Source: an optimization exercise on an open RTL-to-GDS flow (aim: small area, a short achievable clock period and few clock cycles per item). Production flows keep margins and buffers that such runs may drop.
Where RTL was checked, it was by simulation tests only, not by an equivalence proof against the original.

Setup of the reference run:
==> flow/design.v (excerpt) <==
module pe_requant #(
    parameter int ACC_W  = 32,
    parameter int MULT_W = 16,
    parameter int CNT_W  = 16
) (
    input  logic              clk,
    input  logic              rst_n,
    input  logic              in_valid,
    output logic              in_ready,
    input  logic [ACC_W-1:0]  in_acc,
    input  logic [ACC_W-1:0]  in_bias,
    input  logic              in_last,
    output logic              out_valid,
    input  logic              out_ready,
    output logic [7:0]        out_data,
    output logic              out_last,
    input  logic              cfg_we,
    input  logic [MULT_W-1:0] cfg_mult,
    input  logic [4:0]        cfg_shift,
    input  logic [7:0]        cfg_zp,
    output logic              busy,
    output logic [CNT_W-1:0]  out_count
);
    localparam int SUM_W = ACC_W + 1;    
    localparam int W     = 49;           
    localparam int NDIG  = 9;            
    localparam int NH    = 4;            
    logic [NDIG-1:0] bone;
    logic [NDIG-2:0] btwo, bneg;
    logic [4:0]      cfg_shift_q;
    logic [7:0]      cfg_zp_q;
    logic        s1_vld, s2_vld, r3_vld;
    logic        s1_last, s2_last;
    logic        room_q;                  
    logic        any_q;                   
    logic        in_fire, pop, cfg_apply;
    assign in_ready  = room_q || out_ready;
    assign in_fire   = in_valid && in_ready;
    assign busy      = any_q || in_valid;
    assign cfg_apply = cfg_we && !busy;
    logic [SUM_W-1:0] s1_sum;
    logic [SUM_W-1:0] a1_a, a1_b, a1_s;
    assign a1_a = {in_acc[ACC_W-1], in_acc};
    assign a1_b = {in_bias[ACC_W-1], in_bias};
    logic [32:0] a1_g0, a1_p0;
    assign a1_g0 = a1_a & a1_b;
    assign a1_p0 = a1_a ^ a1_b;
    logic a1_G0, a1_P0;
    assign a1_G0 = a1_g0[1] | (a1_p0[1] & a1_g0[0]);
    assign a1_P0 = a1_p0[1] & a1_p0[0];
    logic a1_G1, a1_P1;
    assign a1_G1 = a1_g0[3] | (a1_p0[3] & a1_g0[2]);
    assign a1_P1 = a1_p0[3] & a1_p0[2];
    logic a1_G2, a1_P2;
    assign a1_G2 = a1_g0[5] | (a1_p0[5] & a1_g0[4]);
  ...
export LEC_CHECK = 0
export ABC_CLOCK_PERIOD_IN_PS = 4400
export CAP_MARGIN = 20
export CORE_MARGIN = 2
export CORE_UTILIZATION = 55
export CTS_BUF_LIST = sky130_fd_sc_hd__clkbuf_4 sky130_fd_sc_hd__clkbuf_8
export CTS_CLUSTER_SIZE = 30
export SETUP_SLACK_MARGIN = 5.0
export SLEW_MARGIN = 20
export SYNTH_HIERARCHICAL = 1
export SYNTH_MINIMUM_KEEP_SIZE = 0
create_clock -name core_clock -period 9.0 [get_ports {clk}]
standard.sh (not shown) runs the stock make flow with config.mk's settings and CLKGATE_MAP_FILE= SYNTH_SCRIPT=/design/flow/synth_recipe.tcl, a recipe that flattens the netlist after the stock synthesis.
==> flow/flow/run.sh <==
#!/bin/bash
# Standard layout, with plain buffers (not delay buffers) on the ports and a
# clock tree without dummy loads.
export BUFFER_PORTS_ARGS="-buffer_cell sky130_fd_sc_hd__buf_1"
export CTS_ARGS="-sink_clustering_enable -repair_clock_nets -dont_use_dummy_load -sink_clustering_size 16 -sink_clustering_max_diameter 70 -buf_list {sky130_fd_sc_hd__clkbuf_8}"
bash standard.sh > standard.log 2>&1
Testbench counts of the reference run, summed over its fixed seeds: cycles 11,268, items 10,948.
### the reference run -> the trial run
diff --git a/flow/design.v b/flow/design.v
--- a/flow/design.v
+++ b/flow/design.v
@@ -1079,38 +1079,34 @@
         hmask  = {31{1'b1}} << cfg_shift_q;       
         sgn    = p[W-1];
         z_fix  = ~|p[48:39];
         o_fix  = &p[48:39];
         z_vlo  = ~|(p[23:8] & hmask[15:0]);
         o_vlo  = &(p[23:8] | ~hmask[15:0]);
         z_vhi  = ~|(p[38:24] & hmask[30:16]);
         o_vhi  = &(p[38:24] | ~hmask[30:16]);
     end
-    logic       r3_last, r3_sgn, r3_zfix, r3_ofix, r3_zvlo, r3_ovlo, r3_zvhi, r3_ovhi;
+    logic       r3_last, r3_sgn, r3_z, r3_o;
     logic [9:0] r3_win;
     always_ff @(posedge clk) begin
         r3_last <= s2_last;
         r3_sgn  <= sgn;
-        r3_zfix <= z_fix;
-        r3_ofix <= o_fix;
-        r3_zvlo <= z_vlo;
-        r3_ovlo <= o_vlo;
-        r3_zvhi <= z_vhi;
-        r3_ovhi <= o_vhi;
+        r3_z    <= z_fix && z_vlo && z_vhi;
+        r3_o    <= o_fix && o_vlo && o_vhi;
         r3_win  <= win;
     end
     logic signed [9:0] v;
     logic [7:0]        res;
     logic [8:0]        r3_dat;            
     always_comb begin
         v = $signed({r3_win[9], r3_win[9:1]}) + $signed({9'd0, r3_win[0]})
           + $signed({2'b00, cfg_zp_q});
-        if (!((r3_zfix && r3_zvlo && r3_zvhi) || (r3_ofix && r3_ovlo && r3_ovhi)))
+        if (!(r3_z || r3_o))
                                 res = r3_sgn ? 8'd0 : 8'd255;
         else if (v[9])          res = 8'd0;
         else if (v[8])          res = 8'd255;
         else                    res = v[7:0];
     end
     assign r3_dat = {r3_last, res};
     logic [NH-1:0] h_vld;                 
     logic [8:0]    h_dat [NH];
     logic [1:0]    h_wp, h_rp;
- Timing, DRC, antenna: 0 failures across the trial run and the reference run
- The trial run ends up with higher post-route minimum period than the reference run does.
- Comparing the trial run and the reference run, count of clock-buffer cells in the layout is lower on the trial run.
- The register-to-register slack of the trial run falls short of that of the reference run by 0.40 ns.
- When the trial run is set beside the reference run, its area added between synthesis and finish turns out to be 1.8 points larger.
- When the trial run is set beside the reference run, its violation count after the first detailed-routing iteration turns out to be 9.4% larger.
- Of the trial run and the reference run, it is the trial run that has the higher setup skew after layout.
The RTL of the trial run was laid out without a check of its function.

==> what the ideal ports hide <==
The results above use ideal ports. As a check the final layouts listed here were re-extracted and re-timed, cells and wires unchanged. Step 1, drivers: a clkbuf_16 drives clk and a buf_2 each remaining input, both assumed. Step 2, shift: input delay + t, output delay - t, t = (earliest + latest rising clock arrival at the registers) / 2. This alone moves slack from input paths to output paths. Slacks: no drivers / after step 1 / after step 2; pairs: no drivers / after step 1.
| run | shift t [ns] | slack for setup (ns) | clock arrival spread, ns | worst slew at a driven data input, ns |
|---|---|---|---|---|
| the reference run | 0.629 | 5.028 / 5.002 / 4.592 | 0.064 / 0.065 | 0.07 |
| the trial run | 0.627 | 4.719 / 4.719 / 4.514 | 0.098 / 0.098 | 0.11 |
After both steps every run listed still meets setup and hold. The setup slack of the reference run, which loses most, moves by -0.026 ns with the drivers and by -0.436 ns with both steps.
